Background: an optimization exercise with open tools, aiming at small area. Do not read the settings as production practice.
Only simulation tests tie the RTL to the original design; equivalence was not proved.
Power and IR drop assume default switching activity.

== v6 ==
// photon_host_ctrl
module photon_host_ctrl #(
   parameter int NWORDS        = 8,
   parameter int POLL_TIMEOUT  = 1024,
   parameter int SETTLE_CYCLES = 1
) (
   input  logic                 clk,
   input  logic                 rst,
   input  logic                 start,
   input  logic [32*NWORDS-1:0] msg,
   output logic                 busy,
   output logic                 done,
   output logic                 err,
   output logic [32*NWORDS-1:0] digest,
   output logic [2:0]           bus_opcode,
   output logic [2:0]           bus_addr,
   output logic [31:0]          bus_data_in,
   input  logic [31:0]          bus_data_out,
   input  logic                 bus_ready
);
==> module photon_host_ctrl, before the edit <==
module photon_host_ctrl #(
   parameter int NWORDS        = 8,
   parameter int POLL_TIMEOUT  = 1024,
   parameter int SETTLE_CYCLES = 1
) (
   input  logic                 clk,
   input  logic                 rst,
   input  logic                 start,
   input  logic [32*NWORDS-1:0] msg,
   output logic                 busy,
   output logic                 done,
   output logic                 err,
   output logic [32*NWORDS-1:0] digest,
   output logic [2:0]           bus_opcode,
   output logic [2:0]           bus_addr,
   output logic [31:0]          bus_data_in,
   input  logic [31:0]          bus_data_out,
   input  logic                 bus_ready
);
   localparam int MW = 32 * NWORDS;
   localparam logic [2:0] OP_NONE  = 3'd0;
   localparam logic [2:0] OP_READ  = 3'd1;
   localparam logic [2:0] OP_WRITE = 3'd2;
   localparam logic [2:0] OP_HASH  = 3'd3;
   localparam logic [2:0] OP_CHECK = 3'd4;
   logic          idle_q, busy_q;
   logic          pre_q, poll_q, rd_q, fin_q;
   logic          err_q;
   logic          ld_q, hold_q;      
   logic [9:0]    cnt_q;
   logic [MW-1:0] buf_q;
   logic [MW-1:0] digest_nq;
   logic          nvld_q;
   logic [MW-1:0] shift_v;
   logic [MW-1:0] stage_v;
   logic unused_bus_ready;
   assign unused_bus_ready = bus_ready;
   wire acc      = idle_q & start;
   wire cnt9     = cnt_q[3] & cnt_q[0];         
   wire pre_end  = pre_q & cnt9;
   wire hit      = poll_q & bus_data_out[0];
   wire tmo      = poll_q & ~bus_data_out[0] & (&cnt_q);
   wire ld_d     = rd_q & (cnt_q[2:0] == 3'd6);
   always_ff @(posedge clk or posedge rst) begin
      if (rst) begin
         idle_q <= 1'b1;
         nvld_q <= 1'b1;
      end else begin
         idle_q <= (idle_q & ~start) | fin_q;
         nvld_q <= nvld_q & ~ld_q;
      end
   end
   always_ff @(posedge clk or posedge rst) begin
      if (rst) begin
         busy_q <= 1'b0;
         pre_q  <= 1'b0;
         poll_q <= 1'b0;
         rd_q   <= 1'b0;
         fin_q  <= 1'b0;
         err_q  <= 1'b0;
         ld_q   <= 1'b0;
      end else begin
         busy_q <= (busy_q & ~fin_q) | acc;
         pre_q  <= acc | (pre_q & ~cnt9);
         poll_q <= pre_end | (poll_q & ~bus_data_out[0] & ~(&cnt_q));
         rd_q   <= hit | (rd_q & ~ld_q);
         fin_q  <= tmo | ld_q;
         err_q  <= (err_q & ~acc) | tmo;
         ld_q   <= ld_d;
      end
   end
   always_ff @(posedge clk) begin
      cnt_q  <= (idle_q | pre_end | hit) ? 10'd0 : cnt_q + 10'd1;
      hold_q <= ~ld_d;
   end
   localparam logic [MW-33:0] STAGE_INV = {
      {32{1'b1}}, {32{1'b0}}, {32{1'b1}}, {32{1'b0}},
      {32{1'b1}}, {32{1'b0}}, {32{1'b1}}};
   assign shift_v = {bus_data_out, buf_q[MW-1:32]};
   assign stage_v = {bus_data_out, buf_q[MW-1:32] ^ STAGE_INV};
   always_ff @(posedge clk) begin
      buf_q  <= ~(({MW{busy_q}} | msg) & ({MW{idle_q}} | shift_v));
   end
   always_ff @(posedge clk)
      digest_nq <= ({MW{ld_q}} & ~stage_v) | ({MW{hold_q}} & digest_nq);
   assign bus_opcode = {poll_q,
                        pre_q & ~cnt9,
                        rd_q | (pre_q & cnt_q[3] & ~cnt_q[0])};
   assign busy        = busy_q;
   assign done        = fin_q;
   assign err         = err_q;
   assign digest      = ~(digest_nq | {MW{nvld_q}});
   assign bus_addr    = cnt_q[2:0];
   assign bus_data_in = buf_q[31:0] ^ {32{~cnt_q[0]}};
endmodule
export LEC_CHECK = 0
export CAP_MARGIN = 20
export CORE_MARGIN = 2
export CORE_UTILIZATION = 50
export PLACE_DENSITY = 0.65
export SLEW_MARGIN = 20
create_clock -name core_clock -period 5.0 [get_ports {clk}]
standard.sh (not shown) runs the stock make flow with config.mk's settings and CLKGATE_MAP_FILE= SYNTH_SCRIPT=/design/flow/synth_recipe.tcl, a recipe that flattens the netlist after the stock synthesis.
==> flow/flow/run.sh <==
#!/bin/bash
# Standard ORFS layout with small port buffers and a lighter clock tree.
export BUFFER_PORTS_ARGS="-buffer_cell sky130_fd_sc_hd__buf_1"
export CTS_ARGS="-sink_clustering_enable -repair_clock_nets -dont_use_dummy_load -sink_clustering_size 10 -sink_clustering_max_diameter 40 -buf_list sky130_fd_sc_hd__clkbuf_4"
bash standard.sh > standard.log 2>&1
Relative to v6, the following input files were edited for v7:
--- a/flow/design.v
+++ b/flow/design.v
@@ -30,11 +30,10 @@
    logic [9:0]    cnt_q;
    logic [MW-1:0] buf_q;
    logic [MW-1:0] digest_nq;
    logic          nvld_q;
    logic [MW-1:0] shift_v;
-   logic [MW-1:0] stage_v;
    logic unused_bus_ready;
    assign unused_bus_ready = bus_ready;
    wire acc      = idle_q & start;
    wire cnt9     = cnt_q[3] & cnt_q[0];         
    wire pre_end  = pre_q & cnt9;
@@ -71,20 +70,24 @@
    end
    always_ff @(posedge clk) begin
       cnt_q  <= (idle_q | pre_end | hit) ? 10'd0 : cnt_q + 10'd1;
       hold_q <= ~ld_d;
    end
-   localparam logic [MW-33:0] STAGE_INV = {
-      {32{1'b1}}, {32{1'b0}}, {32{1'b1}}, {32{1'b0}},
-      {32{1'b1}}, {32{1'b0}}, {32{1'b1}}};
    assign shift_v = {bus_data_out, buf_q[MW-1:32]};
-   assign stage_v = {bus_data_out, buf_q[MW-1:32] ^ STAGE_INV};
-   always_ff @(posedge clk) begin
-      buf_q  <= ~(({MW{busy_q}} | msg) & ({MW{idle_q}} | shift_v));
+   always_ff @(posedge clk)
+      buf_q <= ~(({MW{busy_q}} | msg) & ({MW{idle_q}} | shift_v));
+   for (genvar j = 0; j < NWORDS; j++) begin : g_dig
+      if (j < NWORDS - 1 && j % 2 == 0) begin : g_inv
+         always_ff @(posedge clk)
+            digest_nq[32*j +: 32] <= ({32{ld_q}}   & shift_v[32*j +: 32]) |
+                                     ({32{hold_q}} & digest_nq[32*j +: 32]);
+      end else begin : g_true
+         always_ff @(posedge clk)
+            digest_nq[32*j +: 32] <= ~(({32{hold_q}} | shift_v[32*j +: 32]) &
+                                       ({32{ld_q}}   | digest[32*j +: 32]));
+      end
    end
-   always_ff @(posedge clk)
-      digest_nq <= ({MW{ld_q}} & ~stage_v) | ({MW{hold_q}} & digest_nq);
    assign bus_opcode = {poll_q,
                         pre_q & ~cnt9,
                         rd_q | (pre_q & cnt_q[3] & ~cnt_q[0])};
    assign busy        = busy_q;
    assign done        = fin_q;
==> comparison <==
- Every stage of the flow completed for v7, and the final layout passed the timing, design-rule and antenna checks.
- Summary: with v6 as the reference, number of tap cells added at floorplan in v7 moved down slightly.
- The lower part of the power in the clock network came out of v6.
- Delta (v7 minus v6): xor and xnor fraction of the mapped netlist area held; multi-input combinational area share went down 1.3 points; area after synthesis went down 320 sq um; die span in x went down 0.94%.
- Diff v6..v7 | non-clock buffer count | negligible
- v7 consumes less power than v6 does.
- The share of synthesized cell area in full adder, half adder and majority cells was comparable across v6 and v7.

[static timing again, ports no longer ideal]
How much do the figures lean on ideal ports? The routed layouts below were timed once more, with nothing changed but the port constraints.
Step 1 assumes that a clkbuf_16 drives the clock port and a buf_2 every other input.
Step 2 adds t to the input delays and takes it off the output delays; t is the mean of the earliest and latest rising clock arrival at the registers after step 1. Input paths then give back, and output paths get back, about the clock's delay inside the block.
Three values: ideal ports, drivers, drivers and shift; two values: the first two.
run | t, ns | slack for setup (ns) | hold WS [ns] | slew at the worst register clock pin (ns)
v6 | 0.770 | 1.204 / 1.154 / 1.923 | 0.211 / 0.204 / 0.425 | 0.11 / 0.11
v7 | 0.730 | 1.420 / 1.370 / 2.100 | 0.238 / 0.241 / 0.408 | 0.11 / 0.11
After both steps setup and hold are still met in every run listed.
